Source: an optimization exercise on an open RTL-to-GDS flow (aim: small area, a short achievable clock period and few clock cycles per item). Production flows keep margins and buffers that such runs may drop.
Function was checked by simulation only, so behaviour that the tests miss may differ from the original.

Setup of P:
Design bds_top, start of the top module:
module bds_top
(
  input  logic        clk,
  input  logic        rst,
  input  logic        query_valid,
  output logic        query_stall,
  input  logic [27:0] query_clock_hz,
  input  logic [22:0] query_baud_wanted,
  output logic        result_valid,
  input  logic        result_stall,
  output logic [4:0]  result_osr_field,
  output logic [12:0] result_sbr_divisor,
  output logic        result_both_edge,
  output logic [27:0] result_rate_error,
  output logic        result_divisor_overflow
);
Size: ~110 I/O pins, ~19000 µm² of cells after synthesis.
Settings: LEC_CHECK=0, CAP_MARGIN=20, CORE_MARGIN=2, CORE_UTILIZATION=50, SETUP_SLACK_MARGIN=4.5, SLEW_MARGIN=20; clock period 8.0 ns.
run.sh (not shown) runs the stock make flow with config.mk's settings and CLKGATE_MAP_FILE= SYNTH_SCRIPT=/design/flow/synth_recipe.tcl, a recipe that flattens the netlist after the stock synthesis.
Testbench counts of P, summed over its fixed seeds: cycles 16,274, queries 256.
Edits applied to the flow inputs when going from P to Q:
--- a/flow/design.v
+++ b/flow/design.v
@@ -203,13 +203,12 @@
   end
   logic [3:0]  top;        
   logic [21:0] qpad;
   logic [1:0]  gtop;       
   logic [1:0]  gtop1;      
   logic [1:0]  gtop2;      
-  logic [1:0]  gtop3;      
   logic [1:0]  gdec;       
   logic [4:0]  m_next;
   logic [1:0]  q2;
   logic        dffff_next;
   assign qpad = {1'b0, qv};
   always_comb begin
@@ -217,19 +216,17 @@
     for (int i = 1; i < 11; i++) begin
       if (|qpad[2*i +: 2]) top = 4'(i);
     end
     gtop  = 2'b0;
     gtop1 = 2'b0;
     gtop2 = 2'b0;
-    gtop3 = 2'b0;
     gdec  = 2'b0;
     for (int i = 0; i < 11; i++) begin
       if (top == 4'(i)) gtop = qpad[2*i +: 2];
       if (top == 4'(i + 1)) gtop1 = qpad[2*i +: 2];
       if (top == 4'(i + 2)) gtop2 = qpad[2*i +: 2];
-      if (top == 4'(i + 3)) gtop3 = qpad[2*i +: 2];
       if (grp == 4'(i + 1)) gdec = qpad[2*i +: 2];
     end
   end
   logic [7:0]  nr1, nr2, nr3;
   logic [5:0]  sosr_d;     
   logic        sosr_we;
@@ -248,30 +245,23 @@
     .bits    (gbits),
     .rem_out (m_next),
     .quo     (q2)
   );
   assign dffff_next = (grp <= 4'd7) ? (dffff & (&q2)) : dffff;
   logic        pre2;
-  logic        pre3;
   logic [4:0]  mrem_init;
   logic [3:0]  grp_init;
   logic [1:0]  gbits_init;
   logic        dffff_init;
   always_comb begin
-    pre3 = (top >= 4'd3) && ({gtop, gtop1, gtop2} <= sosr_d);
-    pre2 = (top >= 4'd2) && ({2'b0, gtop, gtop1} <= sosr_d);
+    pre2 = (sosr_d >= 6'd15) && (top >= 4'd2);
     if (top == 4'd0) begin
       mrem_init  = 5'd0;
       grp_init   = 4'd0;
       gbits_init = gtop;
       dffff_init = 1'b0;
-    end else if (pre3) begin
-      mrem_init  = {gtop[0], gtop1, gtop2};
-      grp_init   = top - 4'd3;
-      gbits_init = gtop3;
-      dffff_init = (top >= 4'd10);
     end else if (pre2) begin
       mrem_init  = {1'b0, gtop, gtop1};
       grp_init   = top - 4'd2;
       gbits_init = gtop2;
       dffff_init = (top >= 4'd9);
     end else begin
@@ -308,15 +298,16 @@
   assign fin4 = (best_kind == K_NORM) && (best_osr == 5'd3);
   logic [6:0]  xadd;       
   logic [21:0] qsum;
   logic [5:0]  ratio;
   assign ratio = {1'b0, osr} + 6'd1;
   always_ff @(posedge clk) begin
-    if (state == S_ESUB)     xadd <= {1'b0, ratio} - {2'b0, cm};
-    else if (state == S_FIN) xadd <= {2'b0, best_osr} + 7'd1;
-    else                     xadd <= 7'd0 - {2'b0, mlast};
+    if (state == S_ESUB)       xadd <= {1'b0, ratio} - {2'b0, cm};
+    else if (state == S_FIN)   xadd <= {2'b0, best_osr} + 7'd1;
+    else if (state == S_START) xadd <= 7'd0 - {5'b0, qv[1:0]};
+    else                       xadd <= 7'd0 - {2'b0, mlast};
   end
   assign qsum  = {1'b0, qv} + {{15{xadd[6]}}, xadd};
   logic        first;
   logic        lt;
   logic        ez;
   logic        go_bump;
@@ -364,13 +355,13 @@
           if (query_valid) state <= S_QDIV;
         end
         S_QDIV: begin
           if (last) state <= S_START;
         end
         S_START: begin
-          state <= exact4 ? S_FIN : S_SEL;
+          state <= exact4 ? S_FIN : r4_norm ? S_CAND : S_SEL;
           if (exact4) qs <= 1'b0;
         end
         S_SEL: begin
           state <= nxt_state;
         end
         S_CAND: state <= S_DIV;
@@ -559,22 +550,23 @@
       grp   <= grp_init;
       gbits <= gbits_init;
       dffff <= dffff_init;
       sdh   <= 1'b0;
       dlo2  <= 1'b0;
       dlo4  <= 2'b0;
-      mmin  <= 6'd32;
-      pend  <= 1'b0;
+      lastv <= 1'b0;
       if (r4_norm) begin
-        lastv <= 1'b1;
+        mmin  <= {4'b0, qv[1:0]};
+        pend  <= 1'b1;
         mlast <= {3'b0, qv[1:0]};
         dlast <= (qv[17:2] == 16'hFFFF);
         dlh   <= |qv[20:7];
         dll   <= qv[6:2];
       end else begin
-        lastv <= 1'b0;
+        mmin  <= 6'd32;
+        pend  <= 1'b0;
       end
     end else if (state == S_FIN || state == S_FIN3) begin
       mrem  <= mrem_init;
       grp   <= grp_init;
       gbits <= gbits_init;
       lastv <= 1'b0;
--- outcome ---
Site row count of Q falls short of that of P slightly.
The cell area after layout of Q falls short of that of P by 4.8%.
In the reports for Q and P, the smaller depth of the worst register-to-register path belongs to Q.
On endpoint required time on the critical path, Q and P are basically level.
Between Q and P, it is Q whose sequential share of layout area is higher, by 1.6 points.
Taking P as the reference, in Q detailed-route wire length fell by 3.9%, logic depth of the worst path, buffers included saw a decrease.
Number of antenna violations at the first check in global routing: Q < P
Testbench counts of Q, summed over its fixed seeds: cycles 16,411, queries 256.

## separate check: timing with driven ports
In the flow no input, the clock included, has a driving cell. The finished layouts below were timed again as built, in two steps. Step 1: set_driving_cell puts a clkbuf_16 on clk and a buf_2 on each other input, an assumption about the parent block. Step 2 moves the port delays by t, midway between the first and last clock arrival at a register: inputs arrive t later, outputs are due t later. That takes back most of the time a late clock gives input paths. Slacks: ideal ports / drivers / drivers and shift; pairs: ideal ports / drivers.
run | t (ns) | setup WS [ns] | worst setup path at the end | latest minus earliest clock arrival (ns) | worst data-port slew with drivers (ns)
P | 0.614 | 3.239 / 3.239 / 3.239 | register to register | 0.016 / 0.016 | 0.06
Q | 0.621 | 4.324 / 4.324 / 4.324 | register to register | 0.014 / 0.014 | 0.08
After both steps every run listed still meets setup and hold.
